Background: an optimization exercise with open tools, aiming at small area, a short achievable clock period and few clock cycles per item. Do not read the settings as production practice.
Only simulation tests tie the RTL to the original design; equivalence was not proved.

==> flow/design.v (outline; a module is shown in full before it is edited, if it fits) <==
// module decay_invariant_mass_hypotheses: 7712 lines
module decay_invariant_mass_hypotheses
#(
  parameter int MOM_WIDTH = 28
) (
  input  logic                        clk,
  input  logic                        rst_n,
  input  logic                        cfg_we,
  input  logic [dimh_pkg::CFG_IDX_W-1:0]        cfg_index,
  input  logic [dimh_pkg::MASS_W-1:0]           cfg_wdata,
  input  logic                        in_valid,
  output logic                        in_ready,
  input  logic [dimh_pkg::MODE_W-1:0]           in_mode,
  input  logic signed [MOM_WIDTH-1:0] in_mom_x,
  input  logic signed [MOM_WIDTH-1:0] in_mom_y,
  input  logic signed [MOM_WIDTH-1:0] in_mom_z,
  input  logic [dimh_pkg::CHARGE_W-1:0]         in_charge_code,
  input  logic [dimh_pkg::MASS_W-1:0]           in_candidate_mass,
  output logic                        out_valid,
  input  logic                        out_ready,
  output logic [dimh_pkg::OUT_W-1:0]            out_mass_kaon_as_pion,
  output logic [dimh_pkg::OUT_W-1:0]            out_mass_jpsi_kaon_pion,
  output logic                        out_in_window
);
  // ...
==> flow/run.sh <==
#!/bin/bash
# synth_recipe.tcl (not shown) runs the flow's synth.tcl, then flattens the netlist and writes it again
# the make line also repeats each setting of config.mk as NAME=value (left out here)
make -C /OpenROAD-flow-scripts/flow DESIGN_CONFIG=/design/flow/config.mk WORK_HOME=/design/flow/orfs CLKGATE_MAP_FILE= SYNTH_SCRIPT=/design/flow/synth_recipe.tcl finish
==> flow/config.mk <==
export PLATFORM = sky130hd
export DESIGN_NAME = decay_invariant_mass_hypotheses
export DESIGN_NICKNAME = decay_invariant_mass_hypotheses
export VERILOG_FILES = /design/flow/design.v
export SDC_FILE = /design/flow/constraint.sdc
export NUM_CORES = 4
export LEC_CHECK = 0
export CAP_MARGIN = 20
export CORE_MARGIN = 2
export CORE_UTILIZATION = 40
export PLACE_DENSITY = 0.6
export SLEW_MARGIN = 20
==> flow/constraint.sdc <==
create_clock -name core_clock -period 8.0 [get_ports {clk}]
set_input_delay 1.6000 -clock core_clock [delete_from_list [all_inputs] [get_ports {clk}]]
set_output_delay 1.6000 -clock core_clock [all_outputs]
set_load 0.01 [all_outputs]
==> impl_metrics.py, run 1 <==
metrics = {
    "sta": {
        "setup_tns_ns": 0,
        "tightest_slew_ns": 1.11,
        "drv_slew": 0,
        "fmax_ghz": 0.133,
    },
    "hold_path": {
        "hold_path_end": "st5_v[4]",
        "min_from": "st4_v[4]",
        "min_delay_path_depth": 0,
    },
    "layout": {
        "nClkBuffers": 377,
        "antenna_cells": 25,
        "inverters_excl_clock": 2424,
        "nets": 20100,
        "seq_share": 0.335,
        "top_register": "fq_d",
        "area_delta_synth_final_pct": 11.6,
        "drive_above_1_share": 0.0810,
    },
    "global_route": {
        "grt_pass1_vias": 124000,
        "grt_start_max_net_pins": 149,
        "antenna_found_initial": 14,
        "globalRouteMet1Util": 0.269,
    },
    "clock_tree": {
        "cts-root-buf": "clkbuf_16",
        "cts_tree": "done",
    },
    "synth": {
        "syn-cell-area_um2": 181000,
        "synthSimpleGateAreaFrac": 0.104,
        "synth-xor-area-share": 0.0619,
        "synthAdderAreaFrac": 0.279,
    },
    "placement": {
        "dp_slack_ns": 0.430,
    },
    "setup_path": {
        "start_kind": "flop",
        "cpLargestDelayFamily": "adder cells",
    },
    "status": {
        "status": "finished clean",
    },
    "floorplanning": {
        "core_area_um2": 450000,
        "taps": 5952,
    },
    "route": {
        "routed-wl-met2_um": 221000,
    },
}
Testbench counts, summed over its fixed seeds: cycles 19,721, items 3,200.
==> run 2: changes to the inputs <==
--- a/flow/design.v
+++ b/flow/design.v
@@ -78,30 +78,29 @@
         dimh_pkg::REG_WINDOW_HIGH: win_high_r  <= cfg_wdata;
         default: ;
       endcase
     end
   end
   logic        ir_v;
   logic [1:0]  ir_mode, ir_chg;
   logic signed [27:0] ir_x, ir_y, ir_z;
-  logic [19:0] ir_cand;
   logic        ir_iss, ir_win, p2_ok, m_next;
   logic [1:0]  int_op;
   assign in_ready = !ir_v || ir_iss;
   always_ff @(posedge clk) begin
     if (!rst_n) ir_v <= 1'b0;
     else        ir_v <= (in_valid && in_ready) || (ir_v && !ir_iss);
     if (in_valid && in_ready) begin
       ir_mode <= in_mode;
       ir_chg  <= in_charge_code;
       ir_x    <= in_mom_x;
       ir_y    <= in_mom_y;
       ir_z    <= in_mom_z;
-      ir_cand <= in_candidate_mass;
+      ir_win  <= (in_candidate_mass > win_low_r) && (in_candidate_mass < win_high_r);
     end
   end
   logic signed [27:0] sk_x, sk_y, sk_z, sj_x, sj_y, sj_z, s1_x, s1_y, s1_z;
   always_ff @(posedge clk) begin
     if (ir_iss && ir_mode == dimh_pkg::MODE_KAON) begin
       sk_x <= ir_x; sk_y <= ir_y; sk_z <= ir_z;
     end
     if (ir_iss && ir_mode == dimh_pkg::MODE_JPSI) begin
@@ -121,17 +120,16 @@
     end
   end
   logic has_pion, sel_p1;
   always_comb begin
     has_pion = (kaon_chg_r == dimh_pkg::CHG_POS) || (kaon_chg_r == dimh_pkg::CHG_NEG);
     if (kaon_chg_r == dimh_pkg::CHG_POS) sel_p1 = (pion1_chg_r == dimh_pkg::CHG_NEG);
     else                                 sel_p1 = (pion1_chg_r == dimh_pkg::CHG_POS);
   end
-  assign ir_win = (ir_cand > win_low_r) && (ir_cand < win_high_r);
   logic signed [29:0] cx1 [NCTX];
   logic signed [29:0] cy1 [NCTX];
   logic signed [29:0] cz1 [NCTX];
   logic signed [29:0] cx2 [NCTX];
   logic signed [29:0] cy2 [NCTX];
   logic signed [29:0] cz2 [NCTX];
   logic        cwin [NCTX];
   logic [$clog2(NCTX+1)-1:0] nctx;
==> flow/config.mk (replaced) <==
export PLATFORM = sky130hd
export DESIGN_NAME = decay_invariant_mass_hypotheses
export DESIGN_NICKNAME = decay_invariant_mass_hypotheses
export VERILOG_FILES = /design/flow/design.v
export SDC_FILE = /design/flow/constraint.sdc
export NUM_CORES = 4
export LEC_CHECK = 0
export CAP_MARGIN = 20
export CORE_MARGIN = 2
export CORE_UTILIZATION = 50
export PLACE_DENSITY = 0.65
export SETUP_SLACK_MARGIN = 1.5
export SLEW_MARGIN = 20
==> run 2 against run 1 <==
Effect of this change:
- cell count is 2.1% lower
- largest cell class unchanged
- worst setup slack better by 0.80 ns
- global-route usage is 6.7 points higher
- highest routed layer unchanged
- register-to-register slack better by 0.80 ns
- clock-buffer cell count is 9 higher
- maximum frequency is 12% higher
- non-clock buffer count is 416 higher
- sequential cell count is 19 lower
- design area is 4.0% higher
- synthesized cell count is 1.5% higher
==> impl_metrics.py, run 2 <==
metrics = {
    "synth": {
        "synth_cells": 17100,
        "synth_top_flop_cell": "edfxtp_1",
        "avgSynthCellArea_um2": 10.6,
        "syn-cell-area_um2": 182000,
        "synth_seq_area_share": 0.368,
        "synth-compound-area-share": 0.0822,
        "ys_warn_count": 6,
        "yosysTopAreaCell": "edfxtp_1",
        "synth_area_leaders": "edfxtp_1, fa_1, dfxtp_1",
        "syn-num-nets": 20100,
        "synthArstFlopShare": 0,
        "synthAdderAreaFrac": 0.277,
        "synth.most_common_cell": "inv_1",
        "ys_ff_latch": 2632,
        "synth_edf_count": 1427,
        "synth_top_area_frac": 0.235,
        "synth_cell_type_count": 107,
        "ys_top_cells_by_count": "inv_1, fa_1, nor2_1, edfxtp_1, dfxtp_1",
        "synth_mux_area_frac": 0.0390,
        "synthSimpleGateAreaFrac": 0.108,
        "synth-xor-area-share": 0.0616,
        "synth_top_family_by_area": "adder cells",
    },
    "setup_path": {
        "r2r_slack_ns": 1.29,
        "cp_max_fo": 6,
        "start_kind": "flop",
        "crit_required_ns": 8.86,
        "cp-end-kind": "flop",
        "crit_type": "flop to flop",
        "crit_arrival_ns": 7.57,
        "ff2ff_path_depth": 24,
    },
    "layout": {
        "most-common-layout-cells": "inv_1, fa_1, nor2_1",
        "drive_above_1_share": 0.136,
        "layout_commonest_cell": "inv_1",
        "ff_latch_area_um2": 67100,
        "largest_reg_flops": 285,
        "n_fill_cell": 30200,
        "top_register": "fq_d",
        "nets": 20800,
        "instances_no_fill": 22800,
        "area_delta_synth_final_pct": 15.4,
        "multi_input_area_um2": 106000,
    },
    "clock_tree": {
        "ctsHoldBuffers": 0,
        "cts.path.max_buffers": 4,
        "cts_tree": "done",
        "cts_sinks": 2632,
        "h-tree-depth": 5,
        "cts_buffers": 290,
        "cts-root-buf": "clkbuf_16",
        "clkLatencyLatePin_ns": 0.96,
        "clk_pin_slew_worst_paths_ns": 0.06,
    },
    "hold_path": {
        "min_delay_path_depth": 0,
        "hp-class": "flop to flop",
    },
    "sta": {
        "drv_slew": 0,
        "setup_violations": 0,
        "fmax_ghz": 0.149,
        "max_slew_margin": 0.188,
        "layout_min_cycle_time_ns": 6.71,
        "hold_viol_final": 0,
        "setup_tns_ns": 0,
        "finClkSkew_ns": 0.0810,
        "rsz0062_at_grt": "true",
        "tightest_slew_ns": 1.19,
        "fin_crit_sh": 0.839,
    },
    "placement": {
        "dp_cells": 21800,
        "gp_routability_congestion": 0.956,
        "port_buffers": 194,
        "place_hpwl_um": 363000,
    },
    "global_route": {
        "antenna_found_initial": 30,
        "grt_usage": 0.272,
        "grt_pass1_wl_um": 769000,
        "gr-total-overflow": 0,
        "grt_start_max_net_pins": 93,
        "grt_pass1_vias": 129000,
    },
    "route": {
        "num_vias": 126000,
        "drc": 0,
        "via_per_inst": 5.53,
        "wirelength_um": 518000,
        "wire_per_inst_um": 22.7,
        "first_pass_iters": 7,
        "first_iter_violations": 10600,
        "ant_nets": 0,
    },
    "floorplanning": {
        "core_area_um2": 362000,
        "rows": 221,
        "start_util": 0.502,
        "pin_count": 195,
        "die_width_um": 607,
        "die_y_um": 607,
        "dieArea_um2": 369000,
    },
    "flow_run": {
        "cap_violations": 0,
    },
    "status": {
        "status": "finished clean",
    },
}
==> run 2: cell type report <==
class / count / area share
clock buffers: 386 / 0.0386
diodes: 33 / 0.000393
flip-flops and latches: 2632 / 0.320
repair buffers: 962 / 0.0540
well taps: 4794 / 0.0286
inverters: 2459 / 0.0445
clock inverters: 142 / 0.00773
multi-input cells: 11400 / 0.507
==> run 2: through the flow <==
step                hold WS, ns  cell area, µm²  utilization  worst slack (ns)
floorplan                 0.310          182000            -              1.07
global placement          0.310          191000        0.528             0.727
detailed placement        0.312          191000        0.528             0.622
CTS                       0.303          205000        0.565              1.36
global route              0.308          210000        0.580              1.06
finish                    0.307          210000        0.580              1.29
==> run 2: final timing paths <==
kind	from	endpoint
max	flop	qs_r1[39]
min	st1_v[25]	st2_v[25]
max reg2reg	flop	qs_r1[39]
min reg2reg	st1_v[25]	st2_v[25]
==> run 2: cell families (layout without fill, tap and decap cells) <==
kind of cell             after synthesis  count (layout)
AO/OA/AOI/OAI                       2351            2351
AND/OR/NAND/NOR                     4347            4348
adder cells (fa/ha/maj)             2906            2906
other                                  0              33
XOR/XNOR                            1271            1271
buffers and inverters               3077            3949
multiplexers                         513             513
flip-flops                          2632            2632
==> run 2: routing by layer <==
layer  GRT usage  vias to the layer above  part of all wire  wire (µm)
met3      0.0530                     1506             0.085      43800
met5           0                        -           0.00043        220
met4       0.133                       28             0.063      32600
met1       0.342                    62500              0.39     201000
met2       0.451                     4833              0.46     240000
li1            -                    57200                 -          -
==> run 2: critical path: stages, from the launching register on <==
cell      delay [ns]
dfxtp_4         0.46
buf_12          0.15
buf_16          0.14
buf_12          0.12
buf_16          0.12
buf_6           0.10
mux2_4          0.31
a221oi_4        0.27
a21oi_2         0.08
a21oi_4         0.30
buf_12          0.21
buf_4           0.13
nor2_2          0.04
fa_1            0.55
inv_1           0.06
fa_1            0.48
fa_1            0.52
fa_1            0.55
inv_2           0.05
fa_1            0.48
inv_1           0.05
fa_2            0.34
fa_1            0.52
inv_2           0.04
fa_2            0.51
==> run 2: what timing repair did <==
action | 4_1_cts | 5_1_grt
resized for setup | 349 | 818
setup endpoints to repair | 195 | 239
buffers inserted | 161 | 214
pin swaps | 107 | 380
cloned | 23 | 36
Testbench counts of run 2, summed over its fixed seeds: cycles 19,721, items 3,200.

[what the ideal ports hide]
In the flow no input, the clock included, has a driving cell. The finished layouts below were timed again as built, in two steps.
Step 1, drivers: a clkbuf_16 drives clk and a buf_2 each remaining input, both assumed.
Step 2, shift: input delay + t, output delay - t, t = (earliest + latest rising clock arrival at the registers) / 2. This alone moves slack from input paths to output paths.
Three values: ideal, step 1, step 2; two values: the first two.
run | shift t [ns] | setup slack, ns | clock arrival spread, ns | worst slew at a driven data input, ns | pins driven straight from the clock port
run 1 | 1.032 | 0.486 / 0.486 / 0.486 | 0.077 / 0.077 | 0.11 | 1
run 2 | 1.030 | 1.288 / 1.288 / 1.288 | 0.087 / 0.087 | 0.10 | 1
After both steps setup and hold are still met in every run listed.
